This design comes from an exercise in tuning for small area on the open sky130 flow, not from production work. The RTL was checked by simulation tests, not by an equivalence proof against the original design. Power is estimated from default activity; no workload was simulated.

`flow/run.sh`:
```
#!/bin/bash
# synth_recipe.tcl (not shown) runs the flow's synth.tcl, then flattens the netlist and writes it again
# the make line also repeats each setting of config.mk as NAME=value (left out here)
make -C /OpenROAD-flow-scripts/flow DESIGN_CONFIG=/design/flow/config.mk WORK_HOME=/design/flow/orfs CLKGATE_MAP_FILE= SYNTH_SCRIPT=/design/flow/synth_recipe.tcl finish
```
`flow/config.mk`:
```
export PLATFORM = sky130hd
export DESIGN_NAME = consensus_acceptor
export DESIGN_NICKNAME = consensus_acceptor
export VERILOG_FILES = /design/flow/design.v
export SDC_FILE = /design/flow/constraint.sdc
export NUM_CORES = 4
export LEC_CHECK = 0
export CAP_MARGIN = 20
export CORE_MARGIN = 2
export CORE_UTILIZATION = 40
export SLEW_MARGIN = 20
```
`flow/constraint.sdc`:
```
create_clock -name core_clock -period 10.0 [get_ports {clk}]
set_input_delay 2.0000 -clock core_clock [delete_from_list [all_inputs] [get_ports {clk}]]
set_output_delay 2.0000 -clock core_clock [all_outputs]
set_load 0.01 [all_outputs]
```
`flow/design.v`:
```
package cac_pkg;
    localparam logic [2:0] FUNC_PREPARE   = 3'd0;
    localparam logic [2:0] FUNC_ACCEPT    = 3'd1;
    localparam logic [2:0] FUNC_PERSISTED = 3'd2;
    localparam logic [2:0] FUNC_RECOVER   = 3'd3;
    localparam logic [2:0] FUNC_TICK      = 3'd4;
    localparam logic [2:0] MSG_NONE      = 3'd0;
    localparam logic [2:0] MSG_PROMISE   = 3'd1;
    localparam logic [2:0] MSG_PREP_NACK = 3'd2;
    localparam logic [2:0] MSG_PERMIT    = 3'd3;
    localparam logic [2:0] MSG_ACC_NACK  = 3'd4;
    localparam int CFG_DATA_BITS = 32;
    localparam int TICK_BITS     = 32;
    typedef logic [0:0] cfg_idx_t;
    localparam cfg_idx_t CFG_ACTIVE   = 1'b0;
    localparam cfg_idx_t CFG_LIVENESS = 1'b1;
    localparam logic [TICK_BITS-1:0] LIVENESS_RESET = 32'd1000;
endpackage
module cac_queue #(
    parameter int WIDTH = 8,
    parameter int DEPTH = 4
) (
    input  logic             clk,
    input  logic             rst_n,
    input  logic             push,
    input  logic [WIDTH-1:0] wdata,
    input  logic             pop,
    output logic [WIDTH-1:0] rdata,
    output logic             full,
    output logic             empty
);
    localparam int PTR_BITS = (DEPTH > 1) ? $clog2(DEPTH) : 1;
    localparam int CNT_BITS = $clog2(DEPTH + 1);
    localparam logic [PTR_BITS-1:0] LAST_PTR = PTR_BITS'(DEPTH - 1);
    logic [WIDTH-1:0]    entries_reg [DEPTH];
    logic [PTR_BITS-1:0] wr_ptr_reg, wr_ptr_next;
    logic [PTR_BITS-1:0] rd_ptr_reg, rd_ptr_next;
    logic [CNT_BITS-1:0] count_reg,  count_next;
    assign full  = count_reg == CNT_BITS'(DEPTH);
    assign empty = count_reg == '0;
    assign rdata = entries_reg[rd_ptr_reg];
    always_comb
    begin
        wr_ptr_next = wr_ptr_reg;
        rd_ptr_next = rd_ptr_reg;
        count_next  = count_reg;
        if (push)
            wr_ptr_next = (wr_ptr_reg == LAST_PTR) ? '0 : wr_ptr_reg + PTR_BITS'(1);
        if (pop)
            rd_ptr_next = (rd_ptr_reg == LAST_PTR) ? '0 : rd_ptr_reg + PTR_BITS'(1);
        if (push && !pop)
            count_next = count_reg + CNT_BITS'(1);
        else if (pop && !push)
            count_next = count_reg - CNT_BITS'(1);
    end
    always_ff @(posedge clk or negedge rst_n)
    begin
        if (!rst_n)
        begin
            wr_ptr_reg <= '0;
            rd_ptr_reg <= '0;
            count_reg  <= '0;
        end
        else
        begin
            wr_ptr_reg <= wr_ptr_next;
            rd_ptr_reg <= rd_ptr_next;
            count_reg  <= count_next;
        end
    end
    always_ff @(posedge clk)
    begin
        if (push)
            entries_reg[wr_ptr_reg] <= wdata;
    end
endmodule
module cac_front #(
    parameter int ID_BITS    = 48,
    parameter int VALUE_BITS = 64,
    parameter int UID_BITS   = 16,
    parameter int JOB_BITS   = 3 + 2*UID_BITS + 3*ID_BITS + 2*VALUE_BITS + 3
) (
    input  logic                               clk,
    input  logic                               rst_n,
    input  logic                               req_valid,
    output logic                               req_ready,
    input  logic [2:0]                         req_func,
    input  logic [UID_BITS-1:0]                req_from_uid,
    input  logic [ID_BITS-1:0]                 req_proposal_id,
    input  logic [ID_BITS-1:0]                 req_accepted_in,
    input  logic [VALUE_BITS-1:0]              req_value,
    input  logic                               cfg_we,
    input  cac_pkg::cfg_idx_t                  cfg_index,
    input  logic [cac_pkg::CFG_DATA_BITS-1:0]  cfg_data,
    input  logic                               q_full,
    output logic                               push,
    output logic [JOB_BITS-1:0]                job
);
    typedef struct packed {
        logic [2:0]            kind;
        logic [UID_BITS-1:0]   dest;
        logic [ID_BITS-1:0]    pid;
        logic [ID_BITS-1:0]    other;
        logic [VALUE_BITS-1:0] val;
        logic                  two;
        logic [UID_BITS-1:0]   dest1;
        logic [ID_BITS-1:0]    pid1;
        logic [VALUE_BITS-1:0] val1;
        logic                  persist;
        logic                  expired;
    } job_t;
    logic                  active_reg;
    logic [cac_pkg::TICK_BITS-1:0]  window_reg;
    logic [ID_BITS-1:0]    promised_reg,   promised_next;
    logic [ID_BITS-1:0]    acc_id_reg,     acc_id_next;
    logic [VALUE_BITS-1:0] acc_val_reg,    acc_val_next;
    logic                  prom_pend_reg,  prom_pend_next;
    logic [UID_BITS-1:0]   prom_uid_reg,   prom_uid_next;
    logic                  acc_pend_reg,   acc_pend_next;
    logic [UID_BITS-1:0]   acc_uid_reg,    acc_uid_next;
    logic [cac_pkg::TICK_BITS-1:0]  idle_reg,       idle_next;
    job_t job_d;
    assign req_ready = !q_full;
    assign push      = req_valid && !q_full;
    assign job       = job_d;
    always_ff @(posedge clk or negedge rst_n)
    begin
        if (!rst_n)
        begin
            active_reg <= 1'b1;
            window_reg <= cac_pkg::LIVENESS_RESET;
        end
        else if (cfg_we)
        begin
            unique case (cfg_index)
                cac_pkg::CFG_ACTIVE:   active_reg <= cfg_data[0];
                cac_pkg::CFG_LIVENESS: window_reg <= cfg_data[cac_pkg::TICK_BITS-1:0];
                default:      ;
            endcase
        end
    end
    always_comb
    begin
        promised_next  = promised_reg;
        acc_id_next    = acc_id_reg;
        acc_val_next   = acc_val_reg;
        prom_pend_next = prom_pend_reg;
        prom_uid_next  = prom_uid_reg;
        acc_pend_next  = acc_pend_reg;
        acc_uid_next   = acc_uid_reg;
        idle_next      = idle_reg;
        job_d       = '0;
        job_d.kind  = cac_pkg::MSG_NONE;
        job_d.dest1 = acc_uid_reg;
        job_d.pid1  = acc_id_reg;
        job_d.val1  = acc_val_reg;
        unique case (req_func)
            cac_pkg::FUNC_PREPARE:
            begin
                if (promised_reg != '0 && req_proposal_id == promised_reg)
                begin
                    if (active_reg)
                    begin
                        job_d.kind  = cac_pkg::MSG_PROMISE;
                        job_d.dest  = req_from_uid;
                        job_d.pid   = req_proposal_id;
                        job_d.other = acc_id_reg;
                        job_d.val   = acc_val_reg;
                    end
                end
                else if (promised_reg == '0 || req_proposal_id > promised_reg)
                begin
                    if (!prom_pend_reg)
                    begin
                        promised_next = req_proposal_id;
                        if (active_reg)
                        begin
                            prom_pend_next = 1'b1;
                            prom_uid_next  = req_from_uid;
                        end
                    end
                end
                else if (active_reg)
                begin
                    job_d.kind  = cac_pkg::MSG_PREP_NACK;
                    job_d.dest  = req_from_uid;
                    job_d.pid   = req_proposal_id;
                    job_d.other = promised_reg;
                end
                idle_next = '0;
            end
            cac_pkg::FUNC_ACCEPT:
            begin
                if (acc_id_reg != '0 && req_proposal_id == acc_id_reg
                    && req_value == acc_val_reg)
                begin
                    if (active_reg)
                    begin
                        job_d.kind = cac_pkg::MSG_PERMIT;
                        job_d.dest = req_from_uid;
                        job_d.pid  = req_proposal_id;
                        job_d.val  = req_value;
                    end
                end
                else if (promised_reg == '0 || req_proposal_id >= promised_reg)
                begin
                    if (!acc_pend_reg)
                    begin
                        promised_next = req_proposal_id;
                        acc_id_next   = req_proposal_id;
                        acc_val_next  = req_value;
                        if (active_reg)
                        begin
                            acc_pend_next = 1'b1;
                            acc_uid_next  = req_from_uid;
                        end
                    end
                end
                else if (active_reg)
                begin
                    job_d.kind  = cac_pkg::MSG_ACC_NACK;
                    job_d.dest  = req_from_uid;
                    job_d.pid   = req_proposal_id;
                    job_d.other = promised_reg;
                end
            end
            cac_pkg::FUNC_PERSISTED:
            begin
                if (active_reg)
                begin
                    if (prom_pend_reg)
                    begin
                        job_d.kind  = cac_pkg::MSG_PROMISE;
                        job_d.dest  = prom_uid_reg;
                        job_d.pid   = promised_reg;
                        job_d.other = acc_id_reg;
                        job_d.val   = acc_val_reg;
                        job_d.two   = acc_pend_reg;
                    end
                    else if (acc_pend_reg)
                    begin
                        job_d.kind = cac_pkg::MSG_PERMIT;
                        job_d.dest = acc_uid_reg;
                        job_d.pid  = acc_id_reg;
                        job_d.val  = acc_val_reg;
                    end
                end
                prom_pend_next = 1'b0;
                prom_uid_next  = '0;
                acc_pend_next  = 1'b0;
                acc_uid_next   = '0;
            end
            cac_pkg::FUNC_RECOVER:
            begin
                promised_next = req_proposal_id;
                acc_id_next   = req_accepted_in;
                acc_val_next  = req_value;
            end
            cac_pkg::FUNC_TICK:
            begin
                if (idle_reg != '1)
                    idle_next = idle_reg + 1'b1;
            end
            default: ;
        endcase
        job_d.persist = prom_pend_next || acc_pend_next;
        job_d.expired = idle_next > window_reg;
    end
    always_ff @(posedge clk or negedge rst_n)
    begin
        if (!rst_n)
        begin
            promised_reg  <= '0;
            acc_id_reg    <= '0;
            acc_val_reg   <= '0;
            prom_pend_reg <= 1'b0;
            prom_uid_reg  <= '0;
            acc_pend_reg  <= 1'b0;
            acc_uid_reg   <= '0;
            idle_reg      <= '0;
        end
        else if (push)
        begin
            promised_reg  <= promised_next;
            acc_id_reg    <= acc_id_next;
            acc_val_reg   <= acc_val_next;
            prom_pend_reg <= prom_pend_next;
            prom_uid_reg  <= prom_uid_next;
            acc_pend_reg  <= acc_pend_next;
            acc_uid_reg   <= acc_uid_next;
            idle_reg      <= idle_next;
        end
    end
endmodule
module cac_back #(
    parameter int ID_BITS    = 48,
    parameter int VALUE_BITS = 64,
    parameter int UID_BITS   = 16,
    parameter int JOB_BITS   = 3 + 2*UID_BITS + 3*ID_BITS + 2*VALUE_BITS + 3
) (
    input  logic                clk,
    input  logic                rst_n,
    input  logic [JOB_BITS-1:0] job,
    input  logic                q_empty,
    output logic                pop,
    output logic                  rsp_valid,
    input  logic                  rsp_ready,
    output logic [2:0]            rsp_msg_kind,
    output logic [UID_BITS-1:0]   rsp_dest_uid,
    output logic [ID_BITS-1:0]    rsp_msg_proposal_id,
    output logic [ID_BITS-1:0]    rsp_msg_other_id,
    output logic [VALUE_BITS-1:0] rsp_msg_value,
    output logic                  rsp_persist_needed,
    output logic                  rsp_prepare_expired,
    output logic                  rsp_last
);
    typedef struct packed {
        logic [2:0]            kind;
        logic [UID_BITS-1:0]   dest;
        logic [ID_BITS-1:0]    pid;
        logic [ID_BITS-1:0]    other;
        logic [VALUE_BITS-1:0] val;
        logic                  two;
        logic [UID_BITS-1:0]   dest1;
        logic [ID_BITS-1:0]    pid1;
        logic [VALUE_BITS-1:0] val1;
        logic                  persist;
        logic                  expired;
    } job_t;
    job_t head;
    logic                  out_valid_reg, out_valid_next;
    logic                  second_reg,    second_next;
    logic                  slot_free;
    logic                  load_second;
    logic [2:0]            kind_reg;
    logic [UID_BITS-1:0]   dest_reg;
    logic [ID_BITS-1:0]    pid_reg;
    logic [ID_BITS-1:0]    other_reg;
    logic [VALUE_BITS-1:0] val_reg;
    logic                  persist_reg;
    logic                  expired_reg;
    logic                  last_reg;
    logic [UID_BITS-1:0]   sec_dest_reg;
    logic [ID_BITS-1:0]    sec_pid_reg;
    logic [VALUE_BITS-1:0] sec_val_reg;
    assign head        = job;
    assign slot_free   = !out_valid_reg || rsp_ready;
    assign load_second = slot_free && second_reg;
    assign pop         = slot_free && !second_reg && !q_empty;
    assign rsp_valid           = out_valid_reg;
    assign rsp_msg_kind        = kind_reg;
    assign rsp_dest_uid        = dest_reg;
    assign rsp_msg_proposal_id = pid_reg;
    assign rsp_msg_other_id    = other_reg;
    assign rsp_msg_value       = val_reg;
    assign rsp_persist_needed  = persist_reg;
    assign rsp_prepare_expired = expired_reg;
    assign rsp_last            = last_reg;
    always_comb
    begin
        out_valid_next = out_valid_reg;
        second_next    = second_reg;
        if (pop)
        begin
            out_valid_next = 1'b1;
            second_next    = head.two;
        end
        else if (load_second)
        begin
            out_valid_next = 1'b1;
            second_next    = 1'b0;
        end
        else if (rsp_ready)
            out_valid_next = 1'b0;
    end
    always_ff @(posedge clk or negedge rst_n)
    begin
        if (!rst_n)
        begin
            out_valid_reg <= 1'b0;
            second_reg    <= 1'b0;
        end
        else
        begin
            out_valid_reg <= out_valid_next;
            second_reg    <= second_next;
        end
    end
    always_ff @(posedge clk)
    begin
        if (pop)
        begin
            kind_reg     <= head.kind;
            dest_reg     <= head.dest;
            pid_reg      <= head.pid;
            other_reg    <= head.other;
            val_reg      <= head.val;
            persist_reg  <= head.persist;
            expired_reg  <= head.expired;
            last_reg     <= !head.two;
            sec_dest_reg <= head.dest1;
            sec_pid_reg  <= head.pid1;
            sec_val_reg  <= head.val1;
        end
        else if (load_second)
        begin
            kind_reg  <= cac_pkg::MSG_PERMIT;
            dest_reg  <= sec_dest_reg;
            pid_reg   <= sec_pid_reg;
            other_reg <= '0;
            val_reg   <= sec_val_reg;
            last_reg  <= 1'b1;
        end
    end
endmodule
module consensus_acceptor #(
    parameter int ID_BITS     = 48,
    parameter int VALUE_BITS  = 64,
    parameter int UID_BITS    = 16,
    parameter int QUEUE_DEPTH = 4
) (
    input  logic                               clk,
    input  logic                               rst_n,
    input  logic                               req_valid,
    output logic                               req_ready,
    input  logic [2:0]                         req_func,
    input  logic [UID_BITS-1:0]                req_from_uid,
    input  logic [ID_BITS-1:0]                 req_proposal_id,
    input  logic [ID_BITS-1:0]                 req_accepted_in,
    input  logic [VALUE_BITS-1:0]              req_value,
    output logic                               rsp_valid,
    input  logic                               rsp_ready,
    output logic [2:0]                         rsp_msg_kind,
    output logic [UID_BITS-1:0]                rsp_dest_uid,
    output logic [ID_BITS-1:0]                 rsp_msg_proposal_id,
    output logic [ID_BITS-1:0]                 rsp_msg_other_id,
    output logic [VALUE_BITS-1:0]              rsp_msg_value,
    output logic                               rsp_persist_needed,
    output logic                               rsp_prepare_expired,
    output logic                               rsp_last,
    input  logic                               cfg_we,
    input  cac_pkg::cfg_idx_t                  cfg_index,
    input  logic [cac_pkg::CFG_DATA_BITS-1:0]  cfg_data
);
    localparam int JOB_BITS = 3 + 2*UID_BITS + 3*ID_BITS + 2*VALUE_BITS + 3;
    logic                q_push;
    logic                q_pop;
    logic                q_full;
    logic                q_empty;
    logic [JOB_BITS-1:0] q_wdata;
    logic [JOB_BITS-1:0] q_rdata;
    cac_front #(
        .ID_BITS    (ID_BITS),
        .VALUE_BITS (VALUE_BITS),
        .UID_BITS   (UID_BITS),
        .JOB_BITS   (JOB_BITS)
    ) u_front (
        .clk       (clk),
        .rst_n     (rst_n),
        .req_valid       (req_valid),
        .req_ready       (req_ready),
        .req_func        (req_func),
        .req_from_uid    (req_from_uid),
        .req_proposal_id (req_proposal_id),
        .req_accepted_in (req_accepted_in),
        .req_value       (req_value),
        .cfg_we    (cfg_we),
        .cfg_index (cfg_index),
        .cfg_data  (cfg_data),
        .q_full    (q_full),
        .push      (q_push),
        .job       (q_wdata)
    );
    cac_queue #(
        .WIDTH (JOB_BITS),
        .DEPTH (QUEUE_DEPTH)
    ) u_queue (
        .clk   (clk),
        .rst_n (rst_n),
        .push  (q_push),
        .wdata (q_wdata),
        .pop   (q_pop),
        .rdata (q_rdata),
        .full  (q_full),
        .empty (q_empty)
    );
    cac_back #(
        .ID_BITS    (ID_BITS),
        .VALUE_BITS (VALUE_BITS),
        .UID_BITS   (UID_BITS),
        .JOB_BITS   (JOB_BITS)
    ) u_back (
        .clk     (clk),
        .rst_n   (rst_n),
        .job     (q_rdata),
        .q_empty (q_empty),
        .pop     (q_pop),
        .rsp_valid           (rsp_valid),
        .rsp_ready           (rsp_ready),
        .rsp_msg_kind        (rsp_msg_kind),
        .rsp_dest_uid        (rsp_dest_uid),
        .rsp_msg_proposal_id (rsp_msg_proposal_id),
        .rsp_msg_other_id    (rsp_msg_other_id),
        .rsp_msg_value       (rsp_msg_value),
        .rsp_persist_needed  (rsp_persist_needed),
        .rsp_prepare_expired (rsp_prepare_expired),
        .rsp_last            (rsp_last)
    );
endmodule
```
==> flow_summary.ini <==
[logic_synthesis]
synth-compound-area-share_pct = 4.978
synth_top_family_by_area = multiplexers
synth-seq-cells = 1818
yosysUniqueCellTypes = 65
synthDominantCellAreaShare_pct = 63.57
netlist_area_um2 = 73220
synth_xor_xnor_area_share_pct = 1.710
synthCells = 4194
synthAdderAreaFrac_pct = 1.514
async_flop_share_pct = 14.74
avgSynthCellArea_um2 = 17.46
yosys.area.top_type = edfxtp_1
syn_nets = 4499
synth_area_leaders = edfxtp_1, mux4_2, dfrtp_1
synth-warning-count = 3
ys.flop_type = edfxtp_1
synthMuxAreaShare_pct = 12.21
synth-seq-area-share_pct = 72.74
synth_edf_count = 1550
synth-simple-area-share_pct = 4.880

[clock_tree]
numCtsBuffers = 191
cts-root-buf = clkbuf_16
cts_hold_buf = 0
postCtsSetupBuffers = 0
clk_pin_slew_ns = 0.06
htree_levels = 4
insertion_delay_ns = 0.84
cts.repair.resized = 0
cts_tree = yes
cts_buffer_depth = 3
cts.sinks = 1818

[placement]
dp.cells = 6827
hpwl_mm = 124.8
io_buffers = 400
pre_cts_ws_ns = 2.579
gp_congestion = 0.8929

[finish]
fill_cells = 15370
final_common_cell = edfxtp_1
drive_above_1_share_pct = 16.95
ff_latch_area_um2 = 53270
multi_input_area_um2 = 18650
layout.cells.non_filler = 7203
post-route-util_pct = 47.37
largest_reg_flops = 1240
final_cell_mix = edfxtp_1, nand2_1, clkdlybuf4s50_1
nets = 4940
areaGrowthSynthToFinish_pct = 18.07

[timing]
setup_tns_ns = 0
maxSlewHeadroom_pct = 8.766
tightest_slew_ns = 1.369
finalCritPeriodShare_pct = 66.23
setup_slack_ns = 3.377
final-max-slew-violation-count = 0
fin_skew_ns = 0.04172
setup_viol = 0
hold_violations = 0
rsz0062_at_grt = no
period_needed_ns = 6.623
max_freq_mhz = 151.0
fin_hold_ws_ns = 0.4851

[global_route]
grt_pass1_wl_mm = 286.8
overflow = 0
antenna_found_initial = 25
grt_use_total_pct = 21.29
grt_max_degree = 138
grt_pass1_vias = 40210

[worst_setup_path]
worstPathCellList = clkdlybuf4s50_1 -> xor2_1 -> nor4_1 -> nand3_1 -> nor4_1 -> nand3_1 -> nor2_4 -> buf_4 -> a22o_1
r2r_cells = 8
cp_data_required_time_ns = 10.65
worstPathMaxFanout = 52
slowest_delay_ns = 0.94
r2r-start = u_front.acc_id_reg[0]
crit_arrival_ns = 7.28
cp-end-kind = register
start_kind = input pin
cp_top_family = simple AND/OR/NAND/NOR gates
path_depth = 9
cpMaxStageDelayCell = nor4_1
critPathBufInv = 2
ff2ff_setup_slack_ns = 4.63
critical_path_class = in -> reg
crit_path_end = u_queue.entries_reg[2][158]
timing.rr.end = u_queue.entries_reg[2][158]
cp-startpoint = req_proposal_id[0]

[route]
dr.first_iter.drc_count = 3574
first_pass_iters = 6
routed_wl_mm = 199.8
via_count = 39740
ant_nets = 0
detail_route.wl_per_cell_um = 27.74
routed_via_density = 5.517
drc = 0

[hold_path]
min_path_type = reg -> reg

[floorplan]
fp.dieH_um = 431.8
die_area_um2 = 186500
fp-row-count = 157
die_w_um = 431.8
io-pin-count = 401
initial_core_util_pct = 40.12
core_um2 = 182500

[pwr]
vdd_drop_max_mv = 0.2325
static-leakage-power_nw = 30.16
power_density_nw_per_um2 = 306.4

[flow_run]
max-cap-violations = 0

[outcome]
status = timing/DRC/antenna clean
-- worst reg2reg max path, cell delays in order (launching register included) --
cell and delay, ns:
dfrtp_1 0.64, xor2_1 0.28, nor4_1 0.94, nand3_1 0.22, nor4_1 0.87, nand3_1 0.43
nor2_4 0.57, buf_4 0.82, a22o_1 0.42
-- routing by layer --
layer  part of all wire [%]  global-route usage [%]
met5                      0                       0
met1                     40                   27.38
met2                     49                   34.46
met3                    4.9                   3.276
met4                    6.0                   12.28
-- logic make-up (layout without fill, tap and decap cells) --
| family | after synthesis | in the layout |
|---|---|---|
| flip-flops | 1818 | 1818 |
| AND/OR/NAND/NOR | 781 | 781 |
| AO/OA/AOI/OAI | 510 | 510 |
| multiplexers | 489 | 489 |
| buffers and inverters | 365 | 972 |
| XOR/XNOR | 143 | 143 |
| adder cells (fa/ha/maj) | 88 | 88 |
| other | 0 | 17 |
-- synth_stat cells (all sizes together), types with 11 or more instances --
cell and number:
nand3 27, a2bb2oi 48, and3 11, a22oi 64
and2 53, o22ai 49, edfxtp 1550, a22o 134
clkbuf 134, xnor2 30, inv 153, buf 78
nor2 81, a21o 16, mux4 310, nor4 61
nor3 14, o21ai 112, dfrtp 261, nand2 461
ha 87, mux2 131, o31ai 18, nand4 41
a21oi 37, xor2 113, mux2i 48
-- metrics by stage --
step,area (um2),total power (W)
final,86450,0.02648
after global routing,86440,0.02763
after CTS,86410,0.02681
after detailed placement,80100,0.01968
after global placement,80080,0.01957
after floorplan,73220,0.01658
-- cell type report --
cell class | count | area share [%]
tap | 2385 | 3.452
inverter | 153 | 0.6730
timing repair buffer | 460 | 5.332
multi-input combinational | 2011 | 21.58
sequential | 1818 | 61.62
antenna | 17 | 0.04921
clock inverter | 88 | 1.188
clock buffer | 271 | 6.111
-- worst min-delay path by stage --
stage	from	end	cells past startpoint
final	u_front.prom_uid_reg[7]	u_front.prom_uid_reg[7]	1
after global routing	u_front.prom_uid_reg[6]	u_front.prom_uid_reg[6]	1
after CTS	u_front.prom_uid_reg[7]	u_front.prom_uid_reg[7]	1
after detailed placement	u_front.prom_uid_reg[7]	u_front.prom_uid_reg[7]	1
after global placement	u_front.prom_uid_reg[9]	u_front.prom_uid_reg[9]	1
after floorplan	u_front.prom_uid_reg[10]	u_front.prom_uid_reg[10]	1
-- power by group --
part	total [W]	internal (W)	switching [W]
registers	0.0126	0.0112	0.00147
logic	0.00675	0.00287	0.00387
clock network	0.00709	0.00410	0.00299

-- what the ideal ports hide --
How much do the figures lean on ideal ports? The routed layout below was timed once more, with nothing changed but the port constraints.
Step 1 (the two cells are an assumption about what drives the block):
set clk [get_ports {clk}]
set_driving_cell -lib_cell sky130_fd_sc_hd__clkbuf_16 $clk
set_driving_cell -lib_cell sky130_fd_sc_hd__buf_2 [delete_from_list [all_inputs] $clk]
Step 2 times the ports against the registers' clock, not the clock port: input delays grow and output delays shrink by t, the midpoint of the rising clock arrivals with the driver on.
a / b / c = ideal / step 1 / step 2; a / b = the first two.
shift t [ns]: 0.897
setup slack, ns: 3.377 / 3.435 / 2.537
latest minus earliest clock arrival (ns): 0.043 / 0.043
slew at the worst register clock pin (ns): 0.06 / 0.06
cell pins on the clock port's net: 1
After both steps setup and hold are still met in this run. The setup slack of this run moves by +0.058 ns with the drivers and by -0.840 ns with both steps.
